What follows belongs to an exercise in optimizing a design on an open flow for small area and a short achievable clock period; a production flow would make more cautious choices. In this exercise RTL edits were held to simulation tests only and were not proved equivalent to the original. Power is estimated from default activity; no workload was simulated.

## P
==> module barrett_cfg, before the edit <==
module barrett_cfg (
  input  logic        clk_i,
  input  logic        cfg_we_i,
  input  logic [15:0] q_i,
  input  logic [31:0] mu_i,
  output logic [3:0]  s_o,
  output logic [15:0] q_o,
  output logic [8:0]  m1_one_o,
  output logic [8:0]  m1_two_o,
  output logic [7:0]  m1_neg_o,
  output logic [8:0]  m2_one_o,
  output logic [7:0]  m2_two_o,
  output logic [7:0]  m2_neg_o
);
  logic [3:0]  s_calc;
  logic [18:0] mb;    
  logic [18:0] qb;    
  logic [8:0]  m1_one, m1_two, m1_neg, m2_one, m2_two;
  logic       z8, z4h, z4l;
  logic [3:0] t;    
  logic [7:0] u;    
  assign z8  = ~|q_i[15:8];
  assign z4h = ~|q_i[15:12];
  assign z4l = ~|q_i[7:4];
  always_comb begin
    for (int i = 0; i < 4; i++) t[i] = ~|q_i[4*i+3 -: 2];
    for (int i = 0; i < 8; i++) u[i] = ~q_i[2*i+1];
  end
  assign s_calc[3] = z8;
  assign s_calc[2] = z8 ? z4l : z4h;
  assign s_calc[1] = z8 ? (z4l ? t[0] : t[1]) : (z4h ? t[2] : t[3]);
  assign s_calc[0] = z8 ? (z4l ? (t[0] ? u[0] : u[1]) : (t[1] ? u[2] : u[3]))
                        : (z4h ? (t[2] ? u[4] : u[5]) : (t[3] ? u[6] : u[7]));
  assign mb = {1'b0, (mu_i[17] ? 17'h1ffff : mu_i[16:0]), 1'b0};
  assign qb = {2'b00, q_i, 1'b0};
  always_comb begin
    for (int i = 0; i < 9; i++) begin
      m1_one[i] = mb[2*i+1] ^ mb[2*i];
      m1_two[i] = (mb[2*i+2] & ~mb[2*i+1] & ~mb[2*i])
                | (~mb[2*i+2] & mb[2*i+1] & mb[2*i]);
      m1_neg[i] = mb[2*i+2];
      m2_one[i] = qb[2*i+1] ^ qb[2*i];
      m2_two[i] = (qb[2*i+2] & ~qb[2*i+1] & ~qb[2*i])
                | (~qb[2*i+2] & qb[2*i+1] & qb[2*i]);
    end
  end
  always_ff @(posedge clk_i) begin
    if (cfg_we_i) begin
      s_o      <= s_calc;
      q_o      <= q_i;
      m1_one_o <= m1_one;
      m1_two_o <= m1_two;
      m1_neg_o <= m1_neg[7:0];
      m2_one_o <= m2_one;
      m2_two_o <= m2_two[7:0];
    end
  end
  always_comb begin
    for (int i = 0; i < 8; i++) m2_neg_o[i] = ~q_o[2*i+1];
  end
endmodule
Settings: LEC_CHECK=0, CAP_MARGIN=20, CORE_MARGIN=2, CORE_UTILIZATION=65, CTS_BUF_LIST=sky130_fd_sc_hd__clkbuf_8, CTS_CLUSTER_SIZE=40, SETUP_SLACK_MARGIN=4.0, SLEW_MARGIN=20; clock period 7.0 ns.
run.sh (not shown) runs the stock make flow with config.mk's settings and CLKGATE_MAP_FILE= SYNTH_SCRIPT=/design/flow/synth_recipe.tcl, a recipe that flattens the netlist after the stock synthesis.
P was carried through to the last stage, and its layout satisfied the timing, DRC and antenna checks.
Inputs modified between P and Q:
--- a/flow/design.v
+++ b/flow/design.v
@@ -73,11 +73,11 @@
   assign s_calc[2] = z8 ? z4l : z4h;
   assign s_calc[1] = z8 ? (z4l ? t[0] : t[1]) : (z4h ? t[2] : t[3]);
   assign s_calc[0] = z8 ? (z4l ? (t[0] ? u[0] : u[1]) : (t[1] ? u[2] : u[3]))
                         : (z4h ? (t[2] ? u[4] : u[5]) : (t[3] ? u[6] : u[7]));
   assign mb = {1'b0, (mu_i[17] ? 17'h1ffff : mu_i[16:0]), 1'b0};
-  assign qb = {2'b00, q_i, 1'b0};
+  assign qb = {2'b00, q_o, 1'b0};
   always_comb begin
     for (int i = 0; i < 9; i++) begin
       m1_one[i] = mb[2*i+1] ^ mb[2*i];
       m1_two[i] = (mb[2*i+2] & ~mb[2*i+1] & ~mb[2*i])
                 | (~mb[2*i+2] & mb[2*i+1] & mb[2*i]);
@@ -92,14 +92,16 @@
       s_o      <= s_calc;
       q_o      <= q_i;
       m1_one_o <= m1_one;
       m1_two_o <= m1_two;
       m1_neg_o <= m1_neg[7:0];
-      m2_one_o <= m2_one;
-      m2_two_o <= m2_two[7:0];
     end
   end
+  always_ff @(posedge clk_i) begin
+    m2_one_o <= m2_one;
+    m2_two_o <= m2_two[7:0];
+  end
   always_comb begin
     for (int i = 0; i < 8; i++) m2_neg_o[i] = ~q_o[2*i+1];
   end
 endmodule
 `default_nettype wire
## What came out
Q vs. P: highest clock frequency the design can meet -1.4%; multiplexer share of the synthesized area higher; worst hold slack rose by 0.0065 ns; sequential cell area share decreased 0.87 points; number of optimization iterations in the first detailed-route pass went up 3.
In the flow results for P and Q, the area added between synthesis and finish is larger on Q.
Against P, Q reports a path length in cells of the critical path that is higher.
Placed wire-length estimate after detailed placement of Q exceeds that of P slightly.
From P to Q the numbers moved as follows: vias after detailed routing increased 0.43%, total power up 0.43 mW, total length of routed met3 wires went up by 520 um, number of vias per cell went down.
NOTE first-pass GRT wire length P->Q increased by a few percent
Of P and Q, P shows the lower combined area of the multi-input logic cells, with Q above it.

[re-timing with driven ports]
The results above use ideal ports. As a check the final layouts listed here were re-extracted and re-timed, cells and wires unchanged.
Step 1 assumes that a clkbuf_16 drives the clock port and a buf_2 every other input.
Step 2, shift: input delay + t, output delay - t, t = (earliest + latest rising clock arrival at the registers) / 2. This alone moves slack from input paths to output paths.
Slacks: ideal ports / drivers / drivers and shift; pairs: ideal ports / drivers.
run | t (ns) | slack for setup (ns) | slew at the worst register clock pin (ns)
P | 0.624 | 4.034 / 4.058 / 3.434 | 0.07 / 0.07
Q | 0.637 | 3.993 / 3.993 / 3.768 | 0.07 / 0.07
After both steps setup and hold are still met in every run listed. For P, which loses most, drivers alone change the setup slack by +0.024 ns; drivers and shift together by -0.600 ns.
